Source: an optimization exercise on an open RTL-to-GDS flow (aim: small area, a short achievable clock period and few clock cycles). Production flows keep margins and buffers that such runs may drop.
Where RTL was checked, it was by simulation tests only, not by an equivalence proof against the original.
Power figures rest on the tool's default switching activity, not on a simulated workload.

==> trial 63 <==
Design deparser_top, start of the top module:
module deparser_top
(
	input wire clk,
	input wire aresetn,
	input deparser_pkg::phv_t phv,
	input wire phv_empty,
	output logic phv_rd_en,
	input deparser_pkg::vlan_id_t vlan_id,
	input wire vlan_empty,
	output logic vlan_rd_en,
	input deparser_pkg::head_data_t head_data,
	input deparser_pkg::head_keep_t head_keep,
	input deparser_pkg::head_last_t head_last,
	input wire head_empty,
	output logic head_rd_en,
	input deparser_pkg::seg_data_t body_data,
	input deparser_pkg::seg_keep_t body_keep,
	input wire body_last,
	input wire body_empty,
	output logic body_rd_en,
	output deparser_pkg::seg_data_t out_data,
	output deparser_pkg::seg_keep_t out_keep,
	output logic out_last,
	output logic out_valid,
	input wire out_ready,
	input deparser_pkg::seg_data_t ctrl_data,
	input wire ctrl_valid,
	input wire ctrl_last
);
export LEC_CHECK = 0
export CAP_MARGIN = 40
export CORE_MARGIN = 2
export CORE_UTILIZATION = 40
export SLEW_MARGIN = 40
create_clock -name core_clock -period 9.0 [get_ports {clk}]
run.sh (not shown) runs the stock make flow with config.mk's settings and CLKGATE_MAP_FILE= SYNTH_SCRIPT=/design/flow/synth_recipe.tcl, a recipe that flattens the netlist after the stock synthesis.
==> trial 76: changes against trial 63 <==
--- a/flow/design.v
+++ b/flow/design.v
@@ -32,27 +32,37 @@
 	output deparser_pkg::table_addr_t wr_addr,
 	output logic [31:0] wr_data
 );
 	deparser_pkg::ctrl_state_t state;
 	deparser_pkg::act_entry_t data_rev;
+	logic [31:0] packed_acts;
 	always_comb begin
 		for (int i = 0; i < 8; i++)
 			data_rev[8*i +: 8] = ctrl_data[8*(8-1-i) +: 8];
 	end
 	always_comb begin
+		logic [7:0] act;
+		int n;
+		packed_acts = '0;
+		n = 0;
 		for (int a = 0; a < 4; a++) begin
-			wr_data[8*a+6 +: 2] = (data_rev[16*(3-a)] && data_rev[16*(3-a)+10 +: 3] == 3'b000) ?
+			act[7:6] = (data_rev[16*(3-a)] && data_rev[16*(3-a)+10 +: 3] == 3'b000) ?
 				data_rev[16*(3-a)+1 +: 2] : 2'b00;
-			wr_data[8*a+4 +: 2] = data_rev[16*(3-a)+3 +: 2];
-			wr_data[8*a +: 4] = data_rev[16*(3-a)+6 +: 4];
+			act[5:4] = data_rev[16*(3-a)+3 +: 2];
+			act[3:0] = data_rev[16*(3-a)+6 +: 4];
+			if (act[7:6] != 2'b00) begin
+				packed_acts[8*n +: 8] = act;
+				n = n + 1;
+			end
 		end
 	end
-	assign wr_en = ctrl_valid && state == deparser_pkg::WAIT_DATA;
 	always_ff @(posedge clk) begin
 		if (!aresetn) begin
 			state <= deparser_pkg::WAIT_HDR;
+			wr_en <= 1'b0;
 		end else begin
+			wr_en <= ctrl_valid && state == deparser_pkg::WAIT_DATA;
 			if (ctrl_valid) begin
 				case (state)
 					deparser_pkg::WAIT_HDR: if (!ctrl_last) state <= deparser_pkg::WAIT_ADDR;
 					deparser_pkg::WAIT_ADDR: begin
 						if (ctrl_data[2:0] == 3'b101 && !ctrl_last)
@@ -68,10 +78,11 @@
 		end
 	end
 	always_ff @(posedge clk) begin
 		if (ctrl_valid && state == deparser_pkg::WAIT_ADDR)
 			wr_addr <= ctrl_data[8 +: $clog2(32)];
+		wr_data <= packed_acts;
 	end
 endmodule
 `default_nettype wire
 `timescale 1ns/1ps
 `default_nettype none
@@ -95,51 +106,61 @@
 `timescale 1ns/1ps
 `default_nettype none
 module field_extract
 (
 	input deparser_pkg::phv_t phv,
-	input wire [7:0] act,
-	output deparser_pkg::field_val_t val
+	input wire [7:0] act,  
+	output deparser_pkg::seg_data_t data,
+	output deparser_pkg::head_keep_t wmask
 );
 	localparam int BASE_4B = 4 * 16;
 	localparam int BASE_6B = BASE_4B + 4 * 32;
 	logic [1:0] kind, idx;
-	deparser_pkg::field_val_t left;
+	logic [3:0] off;
+	logic [47:0] left;
+	deparser_pkg::seg_data_t ordered;
+	logic [5:0] span;
 	assign kind = act[7:6];
 	assign idx = act[5:4];
+	assign off = act[3:0];
 	always_comb begin
 		left = '0;
 		case (kind)
 			2'b01: left[47:32] = phv[16*idx +: 16];
 			2'b10: left[47:16] = phv[BASE_4B + 32*idx +: 32];
 			default: left = phv[BASE_6B + 48*idx +: 48];
 		endcase
+		ordered = '0;
 		for (int j = 0; j < 6; j++)
-			val[8*j +: 8] = left[8*(5-j) +: 8];
+			ordered[8*j +: 8] = left[8*(5-j) +: 8];
+		case (kind)
+			2'b01: span = 6'b000011;
+			2'b10: span = 6'b001111;
+			2'b11: span = 6'b111111;
+			default: span = 6'b000000;
+		endcase
 	end
+	assign data = ({ordered, ordered} << (8*off[2:0])) >> 64;
+	assign wmask = 16'(span) << off;
 endmodule
 `default_nettype wire
 `timescale 1ns/1ps
 `default_nettype none
 module head_buffer
 (
 	input wire seg,
-	input wire [31:0] ent,
-	input deparser_pkg::field_val_t [4-1:0] val,
+	input deparser_pkg::head_data_t ov,
+	input deparser_pkg::head_keep_t ov_mask,
 	input deparser_pkg::head_data_t head_data,
 	output deparser_pkg::seg_data_t seg_data
 );
 	always_comb begin
 		for (int p = 0; p < 8; p++) begin
-			seg_data[8*p +: 8] = seg ? head_data[64 + 8*p +: 8] : head_data[8*p +: 8];
-			for (int a = 0; a < 4; a++) begin
-				for (int j = 0; j < 6; j++) begin
-					if (ent[8*a+6 +: 2] != 2'b00 && j < 2*ent[8*a+6 +: 2] &&
-							{1'b0, seg, 3'(p)} == {1'b0, ent[8*a +: 4]} + 5'(j))
-						seg_data[8*p +: 8] = val[a][8*j +: 8];
-				end
-			end
+			if (seg)
+				seg_data[8*p +: 8] = ov_mask[8+p] ? ov[64 + 8*p +: 8] : head_data[64 + 8*p +: 8];
+			else
+				seg_data[8*p +: 8] = ov_mask[p] ? ov[8*p +: 8] : head_data[8*p +: 8];
 		end
 	end
 endmodule
 `default_nettype wire
 `timescale 1ns/1ps
@@ -177,19 +198,22 @@
 	input wire ctrl_last
 );
 	logic wr_en;
 	deparser_pkg::table_addr_t wr_addr;
 	logic [31:0] wr_data, lookup;
+	deparser_pkg::table_addr_t rd_addr;
 	act_table_loader u_loader (.clk(clk), .aresetn(aresetn), .ctrl_data(ctrl_data),
 		.ctrl_valid(ctrl_valid), .ctrl_last(ctrl_last), .wr_en(wr_en), .wr_addr(wr_addr),
 		.wr_data(wr_data));
 	act_table_ram u_ram (.clk(clk), .wr_en(wr_en), .wr_addr(wr_addr), .wr_data(wr_data),
-		.rd_addr(vlan_id[8:4]), .rd_data(lookup));
-	logic [31:0] e0, e1;
+		.rd_addr(rd_addr), .rd_data(lookup));
+	logic [31:0] e0;
+	deparser_pkg::table_addr_t i1;  
 	logic ev0, ev1;
 	logic enq_e, deq_e;
 	assign vlan_rd_en = !vlan_empty && !ev1;
+	assign rd_addr = ev1 ? i1 : vlan_id[8:4];
 	assign enq_e = vlan_rd_en;
 	always_ff @(posedge clk) begin
 		if (!aresetn) begin
 			ev0 <= 1'b0;
 			ev1 <= 1'b0;
@@ -198,13 +222,15 @@
 			ev1 <= ev1 ? !deq_e : (ev0 && !deq_e && enq_e);
 		end
 	end
 	always_ff @(posedge clk) begin
 		if (ev1 ? deq_e : (!ev0 || deq_e))
-			e0 <= ev1 ? e1 : lookup;
+			e0 <= lookup;
+		else if (pe_step)
+			e0 <= {8'h00, e0[31:8]};
 		if (!ev1)
-			e1 <= lookup;
+			i1 <= vlan_id[8:4];
 	end
 	logic j0v, j0d, j1v, j1d;
 	logic b_pop, b_done, b_fwd, fwd_pending;
 	logic j_enq, j_enq_d;
 	assign fwd_pending = (j0v && !j0d) || (j1v && !j1d);
@@ -231,38 +257,87 @@
 					j0d <= j_enq_d;
 				end
 			end
 		end
 	end
-	logic seg_q;
-	logic hv, disc, hasbody, last_seg, slot_ok, h_out, h_drop, consume;
-	deparser_pkg::field_val_t [4-1:0] val;
+	deparser_pkg::head_data_t ov0, ov1;
+	deparser_pkg::seg_data_t pdata;
+	deparser_pkg::head_keep_t om0, om1, pcover;
+	logic full0, full1, drop0, drop1, wp, rp, pe_act;
+	logic pe_go, pe_step, pe_done, pe_ok;
+	field_extract u_fx (.phv(phv), .act(e0[7:0]), .data(pdata), .wmask(pcover));
+	assign pe_ok = ev0 && !(wp ? full1 : full0);
+	assign pe_go = pe_ok && !phv_empty;
+	assign pe_step = pe_go && !phv[384];
+	assign pe_done = pe_go && (phv[384] || e0[15:14] == 2'b00);
+	assign phv_rd_en = pe_done;
+	assign deq_e = pe_done;
+	logic a_full, a_drop, seg_q;
+	logic hasbody, last_seg, h_out, h_drop, consume;
 	deparser_pkg::seg_data_t patched;
-	assign hv = ev0 && !phv_empty && !head_empty;
-	assign disc = phv[384];
+	assign a_full = rp ? full1 : full0;
+	assign a_drop = rp ? drop1 : drop0;
 	assign hasbody = head_last == 2'b00;
 	assign last_seg = seg_q || head_last[0];
-	assign slot_ok = !hasbody || !j1v;
-	assign h_out = hv && !disc && !fwd_pending && out_ready && (!last_seg || slot_ok);
-	assign h_drop = hv && disc && slot_ok;
-	assign consume = h_drop || (h_out && last_seg);
-	assign deq_e = consume;
+	logic k_drop, k_send;
+	assign k_drop = a_full && a_drop && !j1v;
+	assign k_send = a_full && !a_drop && !j1v && !fwd_pending;
+	assign h_out = !head_empty && out_ready && k_send;
+	assign h_drop = !head_empty && k_drop;
+	assign consume = !head_empty && (k_drop || (out_ready && k_send && last_seg));
 	assign j_enq = consume && hasbody;
-	assign j_enq_d = disc;
-	assign phv_rd_en = consume;
+	assign j_enq_d = a_drop;
 	assign head_rd_en = consume;
 	always_ff @(posedge clk) begin
-		if (!aresetn)
+		if (!aresetn) begin
+			pe_act <= 1'b0;
+			full0 <= 1'b0;
+			full1 <= 1'b0;
+			wp <= 1'b0;
+			rp <= 1'b0;
 			seg_q <= 1'b0;
-		else if (h_out)
-			seg_q <= !last_seg;
+		end else begin
+			if (pe_go)
+				pe_act <= !pe_done;
+			if (pe_done)
+				wp <= !wp;
+			if (consume)
+				rp <= !rp;
+			if (pe_done && !wp)
+				full0 <= 1'b1;
+			else if (consume && !rp)
+				full0 <= 1'b0;
+			if (pe_done && wp)
+				full1 <= 1'b1;
+			else if (consume && rp)
+				full1 <= 1'b0;
+			if (h_out)
+				seg_q <= !last_seg;
+		end
 	end
-	for (genvar a = 0; a < 4; a++) begin : g_fx
-		field_extract u_fx (.phv(phv), .act(e0[8*a +: 8]), .val(val[a]));
+	always_ff @(posedge clk) begin
+		if (pe_done && !wp)
+			drop0 <= phv[384];
+		if (pe_done && wp)
+			drop1 <= phv[384];
+		if (pe_step && !wp) begin
+			for (int k = 0; k < 16; k++) begin
+				if (pcover[k])
+					ov0[8*k +: 8] <= pdata[8*(k%8) +: 8];
+				om0[k] <= pcover[k] || (pe_act && om0[k]);
+			end
+		end
+		if (pe_step && wp) begin
+			for (int k = 0; k < 16; k++) begin
+				if (pcover[k])
+					ov1[8*k +: 8] <= pdata[8*(k%8) +: 8];
+				om1[k] <= pcover[k] || (pe_act && om1[k]);
+			end
+		end
 	end
-	head_buffer u_head (.seg(seg_q), .ent(e0), .val(val), .head_data(head_data),
-		.seg_data(patched));
+	head_buffer u_head (.seg(seg_q), .ov(rp ? ov1 : ov0), .ov_mask(rp ? om1 : om0),
+		.head_data(head_data), .seg_data(patched));
 	logic b_sel;
 	assign b_sel = j0v && !j0d;
 	always_ff @(posedge clk) begin
 		out_data <= b_sel ? body_data : patched;
 		out_keep <= b_sel ? body_keep : (seg_q ? head_keep[15:8] : head_keep[7:0]);
Settings changed: CAP_MARGIN 40 to 20, SETUP_SLACK_MARGIN set to 5.0, SLEW_MARGIN 40 to 20, SYNTH_HIERARCHICAL set to 1, SYNTH_MINIMUM_KEEP_SIZE set to 1000000.
==> summary of the runs <==
Of trial 63 and trial 76, trial 76 has the higher fmax (gap about 40%, measured against trial 76).
Sequential power: trial 63 is lower than trial 76 (about 20%).
Between trial 76 and trial 63, the lower synthesized cell count is in trial 76 (gap about 46%, measured against trial 63).
In trial 63 the die area is higher than in trial 76, by 43%.
In first-iteration DRC count, trial 63 is at 2.7 times the value of trial 76.
Of trial 76 and trial 63, trial 76 has the higher register-to-register slack (gap 3300 ps).
Testbench counts of trial 63, summed over its fixed seeds: cycles 7,594.
Function not checked in trial 76: the RTL went through the layout flow alone.

[port drivers added, routing unchanged]
In the flow no input, the clock included, has a driving cell. The finished layouts below were timed again as built, in two steps.
Step 1 sets driving cells, clkbuf_16 on the clock port and buf_2 on the other inputs (assumed; they add their load-dependent delay and slew).
Step 2 moves the port delays by t, midway between the first and last clock arrival at a register: inputs arrive t later, outputs are due t later. That takes back most of the time a late clock gives input paths.
Slacks: ideal ports / drivers / drivers and shift; pairs: ideal ports / drivers.
| run | t (ns) | slack for setup (ns) | worst setup path after step 2 | latest minus earliest clock arrival (ns) | worst slew at a driven data input, ns |
|---|---|---|---|---|---|
| trial 63 | 0.852 | 1.778 / 1.778 / 1.778 | register to register | 0.122 / 0.121 | 0.39 |
| trial 76 | 0.859 | 4.510 / 4.392 / 4.108 | input to register | 0.055 / 0.056 | 0.42 |
After both steps setup and hold are still met in every run listed. For trial 76, which loses most, drivers alone change the setup slack by -0.118 ns; drivers and shift together by -0.402 ns.
